This is an optimization exercise on Yosys and OpenROAD, whose aim is small area and a short achievable clock period, not a production implementation.
Function was checked by simulation only, so behaviour that the tests miss may differ from the original.

Design awgn_gen, start of the top module:
module awgn_gen (
	input  wire logic clk,
	input  wire logic rst_n,
	input  wire logic run,
	input  wire logic [snr_pkg::snr_width-1:0] snr_db,
	input  wire logic snr_load,
	output logic signed [awgn_pkg::sample_width-1:0] awgn_out,
	output logic signed [awgn_pkg::quant_width-1:0] awgn_out_quant,
	output logic signed [snr_pkg::noise_width-1:0] noise_out,
	output logic sample_valid,
	output logic snr_err
);
	logic step;
	logic stepped;
	logic [snr_pkg::snr_width-1:0] snr_idx;
	logic [awgn_pkg::num_sources-1:0] fa, fac;
	awgn_ctrl awgn_ctrl_i (
		.clk          (clk),
		.rst_n        (rst_n),
		.run          (run),
		.snr_db       (snr_db),
		.snr_load     (snr_load),
		.step         (step),
		.stepped      (stepped),
		.snr_idx      (snr_idx),
		.sample_valid (sample_valid),
		.snr_err      (snr_err)
	);
	uniform_bank uniform_bank_i (
		.clk   (clk),
		.rst_n (rst_n),
		.step  (step),
		.fa    (fa),
		.fac   (fac)
	);
	clt_sum clt_sum_i (
		.clk      (clk),
		.rst_n    (rst_n),
		.fa       (fa),
		.fac      (fac),
		.stepped  (stepped),
		.sum_word (awgn_out)
	);
	noise_scale noise_scale_i (
		.clk     (clk),
		.rst_n   (rst_n),
		.sum_word(awgn_out),
		.snr_idx (snr_idx),
		.quant   (awgn_out_quant),
		.noise   (noise_out)
	);
endmodule
For scale: roughly 7400 um^2 of cells after synthesis.
export LEC_CHECK = 0
export CAP_MARGIN = 20
export CORE_MARGIN = 2
export CORE_UTILIZATION = 60
export CTS_BUF_LIST = sky130_fd_sc_hd__clkbuf_4 sky130_fd_sc_hd__clkbuf_8
export CTS_CLUSTER_SIZE = 30
export SETUP_SLACK_MARGIN = 5.0
export SLEW_MARGIN = 20
export SYNTH_MEMORY_MAX_BITS = 16384
create_clock -name core_clock -period 7.5 [get_ports {clk}]
standard.sh (not shown) runs the stock make flow with config.mk's settings and CLKGATE_MAP_FILE= SYNTH_SCRIPT=/design/flow/synth_recipe.tcl, a recipe that flattens the netlist after the stock synthesis.
==> flow/flow/run.sh <==
#!/bin/bash
# Standard synthesis, then the combinational logic is mapped again by ABC
# with a delay target. The registers and tie cells are kept as they are (same
# instances, names and cells); the run checks that and falls back to the
# standard netlist otherwise. Then the standard layout from floorplan on,
# with buf_1 port buffers. Each tool's output goes to a log here.
set -euo pipefail
here=$(pwd)
export BUFFER_PORTS_ARGS="-buffer_cell sky130_fd_sc_hd__buf_1"
YOSYS=${FLOW_HOME}/../tools/install/yosys/bin/yosys
PLAT=${FLOW_HOME}/platforms/${FLOW_PLATFORM}
LIB=${PLAT}/lib/sky130_fd_sc_hd__tt_025C_1v80.lib
RES=${here}/orfs/results/${FLOW_PLATFORM}/awgn_gen/base

bash standard.sh synth > standard_synth.log 2>&1

cp "${RES}/1_2_yosys.v" "${here}/synth_standard.v"
DONT_USE=$(sed -n '/DONT_USE_CELLS += /,/^$/p' "${PLAT}/config.mk" | tr -d '\\' | tr ' ' '\n' | grep '^sky130' | sed 's/^/-dont_use /' | tr '\n' ' ')
printf 'set_driving_cell sky130_fd_sc_hd__buf_1\nset_load 5\n' > "${here}/remap.constr"

# 1. flatten the combinational cells into logic, keep registers and tie cells
#    as instances, and map the logic again
cat > "${here}/remap.ys" <<EOY
read_liberty -ignore_miss_func ${LIB}
read_verilog ${here}/synth_standard.v
hierarchy -top ${FLOW_TOP}
setattr -mod -set keep_hierarchy 1 sky130_fd_sc_hd__*df* sky130_fd_sc_hd__conb_1
flatten
select ${FLOW_TOP}
rename -hide w:*.*
select -clear
opt -purge
abc -script ${here}/flow/remap.abc -liberty ${LIB} ${DONT_USE} -constr ${here}/remap.constr -D 1400
opt_clean -purge
select ${FLOW_TOP}
write_verilog -noattr -nohex -nodec -selected ${here}/synth_remap_raw.v
EOY
"${YOSYS}" -s "${here}/remap.ys" > remap_yosys.log 2>&1

# 2. connect output ports straight to their drivers again
python3 "${here}/flow/fix_aliases.py" "${here}/synth_remap_raw.v" "${here}/synth_remap_fixed.v" > fix_aliases.log 2>&1

# 3. tie cells and pass-through buffers as the standard synthesis makes them
cat > "${here}/remap2.ys" <<EOY
read_liberty -lib ${LIB}
read_verilog ${here}/synth_remap_fixed.v
hierarchy -check -top ${FLOW_TOP}
hilomap -singleton -hicell sky130_fd_sc_hd__conb_1 HI -locell sky130_fd_sc_hd__conb_1 LO
splitnets
opt_clean -purge
insbuf -buf sky130_fd_sc_hd__buf_4 A X
opt_clean -purge
write_verilog -noattr -nohex -nodec ${here}/synth_remapped.v
EOY
"${YOSYS}" -s "${here}/remap2.ys" > remap2_yosys.log 2>&1

# the registers must be the standard synthesis's, instance for instance
grep -E '^\s+sky130_fd_sc_hd__\S*df\S* ' "${here}/synth_standard.v" | sort > flops_standard.txt
grep -E '^\s+sky130_fd_sc_hd__\S*df\S* ' "${here}/synth_remapped.v" | sort > flops_remapped.txt
if [[ -s flops_standard.txt ]] && cmp -s flops_standard.txt flops_remapped.txt && ! grep -q '^\s*assign ' "${here}/synth_remapped.v"; then
	cp "${here}/synth_remapped.v" "${RES}/1_2_yosys.v"
	rm -f "${RES}/1_synth.odb" "${RES}/1_synth.sdc"
	echo "using the remapped netlist" >> remap_yosys.log
else
	echo "remap changed the registers or left assigns; using the standard netlist" >> remap_yosys.log
fi

bash standard.sh > standard_make.log 2>&1
==> flow/flow/remap.abc <==
strash
dch -f
map -D 1400
topo
buffer -p
upsize -D 1400
dnsize -D 1400
Other scripts of this flow, unchanged in this note and not shown: flow/flow/fix_aliases.py
==> next run, changes <==
--- a/flow/flow/run.sh
+++ b/flow/flow/run.sh
@@ -33 +33 @@
-abc -script ${here}/flow/remap.abc -liberty ${LIB} ${DONT_USE} -constr ${here}/remap.constr -D 1400
+abc -script ${here}/flow/remap.abc -liberty ${LIB} ${DONT_USE} -constr ${here}/remap.constr -D 1800
==> flow/flow/remap.abc (replaced) <==
strash
dch -f
map -D 1800
topo
buffer -p
upsize -D 1800
dnsize -D 1800
Settings changed: SETUP_SLACK_MARGIN 5.0 to 4.9.
Outcome: Area after synthesis hardly moves; worst setup slack loses 0.098 ns; wire length decreases by 3.8%.
==> next run, changes <==
--- a/flow/flow/run.sh
+++ b/flow/flow/run.sh
@@ -33 +33 @@
-abc -script ${here}/flow/remap.abc -liberty ${LIB} ${DONT_USE} -constr ${here}/remap.constr -D 1800
+abc -script ${here}/flow/remap.abc -liberty ${LIB} ${DONT_USE} -constr ${here}/remap.constr -D 1400
==> flow/flow/remap.abc (replaced) <==
strash
dch -f
map -D 1400
topo
buffer -p
upsize -D 1400
dnsize -D 1400
Settings changed: CTS_BUF_LIST sky130_fd_sc_hd__clkbuf_4 sky130_fd_sc_hd__clkbuf_8 to sky130_fd_sc_hd__clkbuf_8 sky130_fd_sc_hd__clkbuf_16, CTS_CLUSTER_DIAMETER set to 100, CTS_CLUSTER_SIZE 30 to 50, SETUP_SLACK_MARGIN 4.9 to 4.8.
Effect:
- count of clock-buffer cells in the layout came out lower by 2
- global-route usage hardly moves
- die area stays flat
- non-clock buffer count came out lower by 18
- synthesized area stays flat
- hold slack gets better by 0.011 ns
==> next run, changes <==
Settings changed: CTS_BUF_LIST sky130_fd_sc_hd__clkbuf_8 sky130_fd_sc_hd__clkbuf_16 to sky130_fd_sc_hd__clkbuf_4 sky130_fd_sc_hd__clkbuf_8, CTS_CLUSTER_DIAMETER 100 to not set, CTS_CLUSTER_SIZE 50 to 30, SETUP_SLACK_MARGIN 4.8 to 4.95.
=> Final area rises by 1.1%; count of clock-buffer cells in the layout does not change; clock skew hardly moves; routed wire length climbs by about 2%.
==> next run, changes <==
--- a/flow/flow/run.sh
+++ b/flow/flow/run.sh
@@ -9 +9 @@
-export BUFFER_PORTS_ARGS="-buffer_cell sky130_fd_sc_hd__buf_1"
+export BUFFER_PORTS_ARGS="-buffer_cell sky130_fd_sc_hd__buf_2"
Settings changed: SETUP_SLACK_MARGIN 4.95 to 4.9.
The changed run finished with timing, DRC and antenna clean. Final area drops slightly. Die area does not change. Non-clock buffer count went down by 12. Routed wire length came out higher slightly. Clock skew climbs by 0.0079 ns. Sequential share of layout area went down by 0.14 points. Core utilization came out lower by 0.30 points.
==> next run, changes <==
--- a/flow/flow/run.sh
+++ b/flow/flow/run.sh
@@ -9 +9 @@
-export BUFFER_PORTS_ARGS="-buffer_cell sky130_fd_sc_hd__buf_2"
+export BUFFER_PORTS_ARGS="-buffer_cell sky130_fd_sc_hd__buf_1"
@@ -33 +33 @@
-abc -script ${here}/flow/remap.abc -liberty ${LIB} ${DONT_USE} -constr ${here}/remap.constr -D 1400
+abc -script ${here}/flow/remap.abc -liberty ${LIB} ${DONT_USE} -constr ${here}/remap.constr -D 1200
==> flow/flow/remap.abc (replaced) <==
strash
dch -f
map -D 1200
topo
buffer -p
upsize -D 1200
dnsize -D 1200
Effect: The changed run produced a clean layout. Worst setup slack is worse by 0.014 ns. Global-route usage is about the same. Synthesized area rose by 7.3%. Critical path depth stays the same. Register-to-register slack degrades by 0.02 ns. Non-clock buffer count climbs by 1. Synthesized cell count goes up by 10%.

==> separate check: timing with driven ports <==
How much do the figures lean on ideal ports? The routed layouts below were timed once more, with nothing changed but the port constraints.
Step 1, drivers: a clkbuf_16 drives clk and a buf_2 each remaining input, both assumed.
Step 2 also shifts input and output timing later by t, the mid clock arrival at the registers, as if the neighbouring blocks saw the same clock.
Slacks: ideal / step 1 / step 2; pairs: ideal / step 1.
run	t, ns	setup slack, ns	cell pins on the clock port's net
the first run	0.424	5.014 / 4.979 / 4.812	1
the second run	0.416	4.916 / 4.879 / 4.724	1
the third run	0.388	4.833 / 4.843 / 4.455	1
the fourth run	0.425	4.974 / 4.938 / 4.792	1
the fifth run	0.410	4.949 / 4.913 / 4.697	1
the sixth run	0.426	4.935 / 4.895 / 4.685	1
After both steps every run listed still meets setup and hold. For the third run, which loses most, drivers alone change the setup slack by +0.010 ns; drivers and shift together by -0.378 ns.
